This design comes from an exercise in tuning for small area and a short achievable clock period on the open sky130 flow, not from production work.
At most, simulation tests tie the RTL to the original design; equivalence was not proved.
Power and IR drop assume default switching activity.

Design systolic_row, start of the top module:
module systolic_row (
    input  logic                          i_clk,
    input  logic                          i_rst_n,
    input  logic                          i_approx,        
    input  sa_pkg::pixel_t                i_pixel,         
    input  logic [8*8-1:0]       i_weight,        
    input  logic [8-1:0]              i_clear,         
    output logic [8*(8 + 8 + $clog2(3))-1:0]    o_acc_result,    
    output logic [8-1:0]             o_pass_pixel,    
    output logic [8*8-1:0]       o_pass_weight    
);
Settings: LEC_CHECK=0, ABC_AREA=1, CAP_MARGIN=20, CORE_MARGIN=2, CORE_UTILIZATION=65, SETUP_SLACK_MARGIN=4, SLEW_MARGIN=20; clock period 10.5 ns.
standard.sh (not shown) runs the stock make flow with config.mk's settings and CLKGATE_MAP_FILE= SYNTH_SCRIPT=/design/flow/synth_recipe.tcl, a recipe that flattens the netlist after the stock synthesis.
==> flow/flow/run.sh <==
#!/bin/bash
# Layout flow: the standard ORFS flow (standard.sh, synthesis unchanged), with the
# input and output ports buffered by the smallest plain buffer instead of the cell
# buffer_ports picks by default. Each tool's output goes to make.log here and to ORFS's
# own per-step logs under orfs/logs.
set -euo pipefail
export BUFFER_PORTS_ARGS="-buffer_cell sky130_fd_sc_hd__buf_1"
bash standard.sh > make.log 2>&1
The baseline produced a clean layout.
Change:
SETUP_SLACK_MARGIN = 3.5   (was 4)
Outcome: Non-clock buffer count falls by 127. Synthesized cell count stays the same. Core utilization falls by 4.5 points. Clock-buffer cell count decreases by 6. Combinational power went down by 12%. Wire length went down by 4.4%. Global-route usage decreases by 0.13 points. Register-to-register slack loses 280 ps. Cell area decreases by 5.9%. Sequential share of layout area climbs by 1.1 points.

---

the baseline:
Another version of the RTL of systolic_row (not shown whole).
Size: roughly 4,300 cells after synthesis, roughly 270 flip-flops, ~300 I/O pins, about 35,000 um2 of cells after synthesis.
clock: 10.5 ns
lec_check: 0
cap_margin: 20
core_margin: 2
core_utilization: 65
slew_margin: 20
run.sh (not shown) runs the stock make flow with config.mk's settings and CLKGATE_MAP_FILE= SYNTH_SCRIPT=/design/flow/synth_recipe.tcl, a recipe that flattens the netlist after the stock synthesis.
Stock flow here: none of the scripts above is used.
The baseline | status: complete | timing, DRC, antenna: pass
### the baseline -> the candidate
# the baseline
export LEC_CHECK = 0
export CAP_MARGIN = 20
export CORE_MARGIN = 2
export CORE_UTILIZATION = 65
export SLEW_MARGIN = 20
create_clock -name core_clock -period 10.5 [get_ports {i_clk}]
# the candidate
export LEC_CHECK = 0
export CAP_MARGIN = 20
export CORE_MARGIN = 2
export CORE_UTILIZATION = 40
export SLEW_MARGIN = 20
create_clock -name core_clock -period 10.5 [get_ports {i_clk}]
[summary]
Per the final summary, the candidate finished and its layout is clean on timing, DRC and antenna. Run comparison: the candidate worst-path cell with the longest stage delay sky130_fd_sc_hd__a21oi_1; the baseline worst-path cell with the longest stage delay sky130_fd_sc_hd__clkinv_2. Compared the candidate vs the baseline, and global-route wire length before repair is up in the candidate. Taking the baseline as the reference, in the candidate mean routed wirelength per cell dropped 4.9%, area of all placed cells without fillers climbed 2.0%, maximum fanout along the worst path dropped 103, total negative slack for setup checks barely changed, minimum period implied by the final worst setup slack dropped 0.035 ns. Compared with the baseline, the candidate shows a clock group share of total power that is 0.8 points higher. Relative to the baseline, amount of wire on met3 after detailed routing has gone down in the candidate. g_pe[3].g_rest.u_mac_pe.acc_q[17]$_DFF_PN0_ as the end point of the critical path was reported by the candidate, and g_pe[4].g_rest.u_mac_pe.acc_q[17]$_DFF_PN0_ by the baseline.
No functional check of the RTL was part of any run of this note.

---

RTL: one of the versions met above, not the one the previous note started from.
For scale: ~300 I/O pins, roughly 0.033 mm^2 of cells after synthesis.
export LEC_CHECK = 0
export ABC_AREA = 1
export CAP_MARGIN = 20
export CORE_MARGIN = 2
export CORE_UTILIZATION = 65
export SETUP_SLACK_MARGIN = 4
export SLEW_MARGIN = 20
create_clock -name core_clock -period 10.5 [get_ports {i_clk}]
The first run passed the timing, DRC and antenna checks.
Rerun with:
- SETUP_SLACK_MARGIN: 4 -> 3
Non-clock buffer count falls by 130.
Routed wire length went down by 10%.
Sequential power hardly moves.
Rerun with:
==> flow/flow/run.sh (new file) <==
#!/bin/bash
# Layout flow: the standard ORFS flow (standard.sh, synthesis unchanged), with the
# input and output ports buffered by the smallest plain buffer instead of the cell
# buffer_ports picks by default. Each tool's output goes to make.log here and to ORFS's
# own per-step logs under orfs/logs.
set -euo pipefail
export BUFFER_PORTS_ARGS="-buffer_cell sky130_fd_sc_hd__buf_1"
bash standard.sh > make.log 2>&1
==> flow/standard.sh (new file) <==
#!/bin/bash
# synth_recipe.tcl (not shown) runs the flow's synth.tcl, then flattens the netlist and writes it again
# the make line also repeats each setting of config.mk as NAME=value (left out here)
make -C /OpenROAD-flow-scripts/flow DESIGN_CONFIG=/design/flow/config.mk WORK_HOME=/design/flow/orfs CLKGATE_MAP_FILE= SYNTH_SCRIPT=/design/flow/synth_recipe.tcl "${@:-finish}"
removed: flow/run.sh
Global-route usage came out higher by 0.33 points.
Die area does not change.
Worst hold slack improves by 8.9 ps.
Clock-buffer cell count goes down by 1.
Via count is higher by 0.44%.
Sequential share of layout area rose by 0.86 points.
Combinational power drops by 6.2%.
Maximum frequency grows by 1.1%.
Synthesized area does not change.

-- re-timing with driven ports --
The flow's constraints put no driver on any port. The routed layouts listed below were extracted and timed again, unchanged, in two steps. Step 1: set_driving_cell puts a clkbuf_16 on i_clk and a buf_2 on each other input, an assumption about the parent block. Step 2 adds t to the input delays and takes it off the output delays; t is the mean of the earliest and latest rising clock arrival at the registers after step 1. Input paths then give back, and output paths get back, about the clock's delay inside the block. a / b / c = ideal / step 1 / step 2; a / b = the first two.
| run | t (ns) | setup slack, ns | latest minus earliest clock arrival (ns) | cell pins on the clock port's net |
|---|---|---|---|---|
| the first run of note 1 | 0.621 | 3.907 / 3.923 / 3.301 | 0.027 / 0.027 | 1 |
| the second run of note 1 | 0.627 | 3.796 / 3.832 / 3.205 | 0.046 / 0.046 | 1 |
| the baseline | 0.630 | 2.027 / 2.050 / 1.420 | 0.020 / 0.020 | 1 |
| the candidate | 0.647 | 2.062 / 2.108 / 1.461 | 0.026 / 0.027 | 1 |
| the first run of note 3 | 0.613 | 3.706 / 3.689 / 3.076 | 0.026 / 0.025 | 1 |
| the second run of note 3 | 0.665 | 3.342 / 3.385 / 2.721 | 0.029 / 0.029 | 1 |
| the third run of note 3 | 0.620 | 3.416 / 3.454 / 2.834 | 0.016 / 0.016 | 1 |
After both steps setup and hold are still met in every run listed. The setup slack of the first run of note 3, which loses most, moves by -0.017 ns with the drivers and by -0.630 ns with both steps.
